Source: an optimization exercise on an open RTL-to-GDS flow (aim: small area, a short achievable clock period and few clock cycles). Production flows keep margins and buffers that such runs may drop.
RTL that was checked went through simulation tests only; none was proved equivalent to the original.

the baseline:
Design matrix_coprocessor_seq, start of the top module:
module matrix_coprocessor_seq (
    input  logic         clk,
    input  logic         reset,
    input  logic         start,
    input  logic [2:0]   op_code,
    input  logic [1:0]   matrix_size,
    input  logic [199:0] matrix_a,
    input  logic [199:0] matrix_b,
    input  logic [7:0]   scalar,
    output logic         busy,
    output logic         done,
    output logic         overflow,
    output logic         error,
    output logic [199:0] result
);
For scale: ~8600 cells after synthesis, about 410 flip-flops, roughly 620 I/O pins, roughly 0.079 sq mm of cells after synthesis.
==> module matrix_coprocessor_seq, before the edit <==
module matrix_coprocessor_seq (
    input  logic         clk,
    input  logic         reset,
    input  logic         start,
    input  logic [2:0]   op_code,
    input  logic [1:0]   matrix_size,
    input  logic [199:0] matrix_a,
    input  logic [199:0] matrix_b,
    input  logic [7:0]   scalar,
    output logic         busy,
    output logic         done,
    output logic         overflow,
    output logic         error,
    output logic [199:0] result
);
    logic         busy_q, done_q;
    logic [199:0] result_q;
    logic [199:0] b_q;
    logic         ovf_q, err_q;
    logic [4:0]   rsel_q;       
    logic [4:0]   act_q;        
    logic         accept;
    logic [4:0]   act;          
    logic         is_add, is_sub, is_neg, is_trans, is_mul, is_smul, op_ok;
    assign accept = start && !busy_q && !done_q;
    always_comb begin
        case (matrix_size)
            2'd0:    act = 5'b00011;
            2'd1:    act = 5'b00111;
            2'd2:    act = 5'b01111;
            default: act = 5'b11111;
        endcase
    end
    assign is_add   = (op_code == OP_ADD);
    assign is_sub   = (op_code == OP_SUB);
    assign is_neg   = (op_code == OP_NEG);
    assign is_trans = (op_code == OP_TRANS);
    assign is_smul  = (op_code == OP_SMUL);
    assign is_mul   = (op_code == OP_MMUL) || (op_code == OP_SMUL);
    assign op_ok    = !((op_code == 3'b100) || (op_code == 3'b111));
    logic [199:0] load_res;
    logic [199:0] load_b;
    logic [24:0]  load_ovf;
    always_comb begin
        for (int r = 0; r < 5; r++) begin
            for (int c = 0; c < 5; c++) begin
                logic [7:0] a, b, at, x, y;
                logic [8:0] s;
                logic       cin;
                a   = matrix_a[(r*5+c)*8 +: 8];
                b   = matrix_b[(r*5+c)*8 +: 8];
                at  = matrix_a[(c*5+r)*8 +: 8];
                x   = is_neg ? 8'd0 : a;
                y   = is_sub ? ~b : (is_neg ? ~a : b);
                cin = is_sub || is_neg;
                s   = {x[7], x} + {y[7], y} + {8'd0, cin};
                if (!(act[r] && act[c]) || !op_ok || reset)
                    load_res[(r*5+c)*8 +: 8] = 8'd0;
                else if (is_trans)
                    load_res[(r*5+c)*8 +: 8] = at;
                else if (is_mul)
                    load_res[(r*5+c)*8 +: 8] = a;
                else
                    load_res[(r*5+c)*8 +: 8] = s[7:0];
                load_ovf[r*5+c] = act[r] && act[c] && (is_add || is_sub || is_neg)
                                  && (s[8] != s[7]);
                if (is_smul)
                    load_b[(r*5+c)*8 +: 8] = (r == c) ? scalar : 8'd0;
                else
                    load_b[(r*5+c)*8 +: 8] = b;
            end
        end
    end
    logic [39:0]  arow;
    logic [39:0]  newrow;
    logic [4:0]   col_ovf;
    logic         last_row;
    always_comb begin
        arow = '0;
        for (int r = 0; r < 5; r++)
            if (rsel_q[r]) arow = arow | result_q[r*40 +: 40];
    end
    for (genvar c = 0; c < 5; c++) begin : g_col
        logic [7:0] e;
        logic       o;
        matrix_elem_alu u_dot (
            .row      (arow),
            .col      ({b_q[(4*5+c)*8 +: 8], b_q[(3*5+c)*8 +: 8], b_q[(2*5+c)*8 +: 8],
                        b_q[(1*5+c)*8 +: 8], b_q[(0*5+c)*8 +: 8]}),
            .elem     (e),
            .elem_ovf (o)
        );
        assign newrow[c*8 +: 8] = act_q[c] ? e : 8'd0;
        assign col_ovf[c]       = act_q[c] && o;
    end
    assign last_row = |(rsel_q & act_q & ~{1'b0, act_q[4:1]});
    always_ff @(posedge clk) begin
        if (reset) begin
            busy_q <= 1'b0;
            done_q <= 1'b0;
        end else if (accept) begin
            busy_q <= op_ok && is_mul;
            done_q <= !(op_ok && is_mul);
        end else if (busy_q) begin
            busy_q <= !last_row;
            done_q <= last_row;
        end else begin
            done_q <= 1'b0;
        end
    end
    always_ff @(posedge clk) begin
        if (!busy_q) begin
            b_q    <= load_b;
            act_q  <= act;
            rsel_q <= 5'b00001;
        end else begin
            rsel_q <= {rsel_q[3:0], 1'b0};
        end
    end
    always_ff @(posedge clk) begin
        if (accept || reset) begin
            result_q <= load_res;
        end else if (busy_q) begin
            for (int r = 0; r < 5; r++)
                if (rsel_q[r]) result_q[r*40 +: 40] <= newrow;
        end
    end
    always_ff @(posedge clk) begin
        if (reset) begin
            ovf_q    <= 1'b0;
            err_q    <= 1'b0;
        end else if (accept) begin
            ovf_q    <= op_ok && (|load_ovf);
            err_q    <= !op_ok;
        end else if (busy_q) begin
            ovf_q <= ovf_q | (|col_ovf);
        end
    end
    assign busy     = busy_q;
    assign done     = done_q;
    assign result   = result_q;
    assign overflow = ovf_q;
    assign error    = err_q;
endmodule
export LEC_CHECK = 0
export CAP_MARGIN = 20
export CORE_MARGIN = 2
export CORE_UTILIZATION = 30
export PLACE_DENSITY = 0.45
export SLEW_MARGIN = 20
create_clock -name core_clock -period 28.0 [get_ports {clk}]
run.sh (not shown) runs the stock make flow with config.mk's settings and CLKGATE_MAP_FILE= SYNTH_SCRIPT=/design/flow/synth_recipe.tcl, a recipe that flattens the netlist after the stock synthesis.
Both conditions hold for the baseline: the flow ran to the end and the final layout passed the timing, DRC and antenna checks.
Testbench counts of the baseline, summed over its fixed seeds: cycles 6,335.
Modified inputs, the candidate compared to the baseline
--- a/flow/design.v
+++ b/flow/design.v
@@ -91,9 +91,9 @@
                 x   = is_neg ? 8'd0 : a;
                 y   = is_sub ? ~b : (is_neg ? ~a : b);
                 cin = is_sub || is_neg;
                 s   = {x[7], x} + {y[7], y} + {8'd0, cin};
-                if (!(act[r] && act[c]) || !op_ok || reset)
+                if (!(act[r] && act[c]) || !op_ok)
                     load_res[(r*5+c)*8 +: 8] = 8'd0;
                 else if (is_trans)
                     load_res[(r*5+c)*8 +: 8] = at;
                 else if (is_mul)
@@ -146,32 +146,28 @@
             done_q <= 1'b0;
         end
     end
     always_ff @(posedge clk) begin
-        if (!busy_q) begin
+        if (accept) begin
             b_q    <= load_b;
             act_q  <= act;
             rsel_q <= 5'b00001;
         end else begin
             rsel_q <= {rsel_q[3:0], 1'b0};
         end
     end
     always_ff @(posedge clk) begin
-        if (accept || reset) begin
+        if (reset) begin
+            result_q <= '0;
+            ovf_q    <= 1'b0;
+            err_q    <= 1'b0;
+        end else if (accept) begin
             result_q <= load_res;
+            ovf_q    <= op_ok && (|load_ovf);
+            err_q    <= !op_ok;
         end else if (busy_q) begin
             for (int r = 0; r < 5; r++)
                 if (rsel_q[r]) result_q[r*40 +: 40] <= newrow;
-        end
-    end
-    always_ff @(posedge clk) begin
-        if (reset) begin
-            ovf_q    <= 1'b0;
-            err_q    <= 1'b0;
-        end else if (accept) begin
-            ovf_q    <= op_ok && (|load_ovf);
-            err_q    <= !op_ok;
-        end else if (busy_q) begin
             ovf_q <= ovf_q | (|col_ovf);
         end
     end
     assign busy     = busy_q;
--- outcome ---
Data arrival time at the worst-slack endpoint was lower in the baseline than in the candidate. Relative to the baseline, the die width measured on the candidate has increased slightly. Met3 layer usage reported by global route (higher): the candidate. Comparing the candidate against the baseline, there is no change at all in count of hold buffers inserted by post-cts repair. Per the comparison of the candidate with the baseline, number of cells in the finished layout apart from fillers went up by 383, number of signal-net buffers in the layout went down by 5, design area went up by about 0.75%. Compared to the baseline, the router laid down more metal wire for the candidate. Critical path depth in the candidate is 2 higher than in the baseline.
Function not checked in the candidate: the RTL went through the layout flow alone.

static timing again, ports no longer ideal:
How much do the figures lean on ideal ports? The routed layouts below were timed once more, with nothing changed but the port constraints.
Step 1 assumes that a clkbuf_16 drives the clock port and a buf_2 every other input.
Step 2 moves the port delays by t, midway between the first and last clock arrival at a register: inputs arrive t later, outputs are due t later. That takes back most of the time a late clock gives input paths.
a / b / c = no drivers / after step 1 / after step 2; a / b = the first two.
run | t (ns) | slack for setup (ns) | hold slack, ns | clock arrival spread, ns | worst data-port slew with drivers (ns)
the baseline | 0.772 | 16.225 / 16.292 / 15.520 | 0.670 / 0.670 / 0.670 | 0.033 / 0.033 | 0.33
the candidate | 0.775 | 15.439 / 15.480 / 14.705 | 0.501 / 0.501 / 0.501 | 0.052 / 0.052 | 0.16
After both steps setup and hold are still met in every run listed. For the candidate, which loses most, drivers alone change the setup slack by +0.041 ns; drivers and shift together by -0.734 ns.
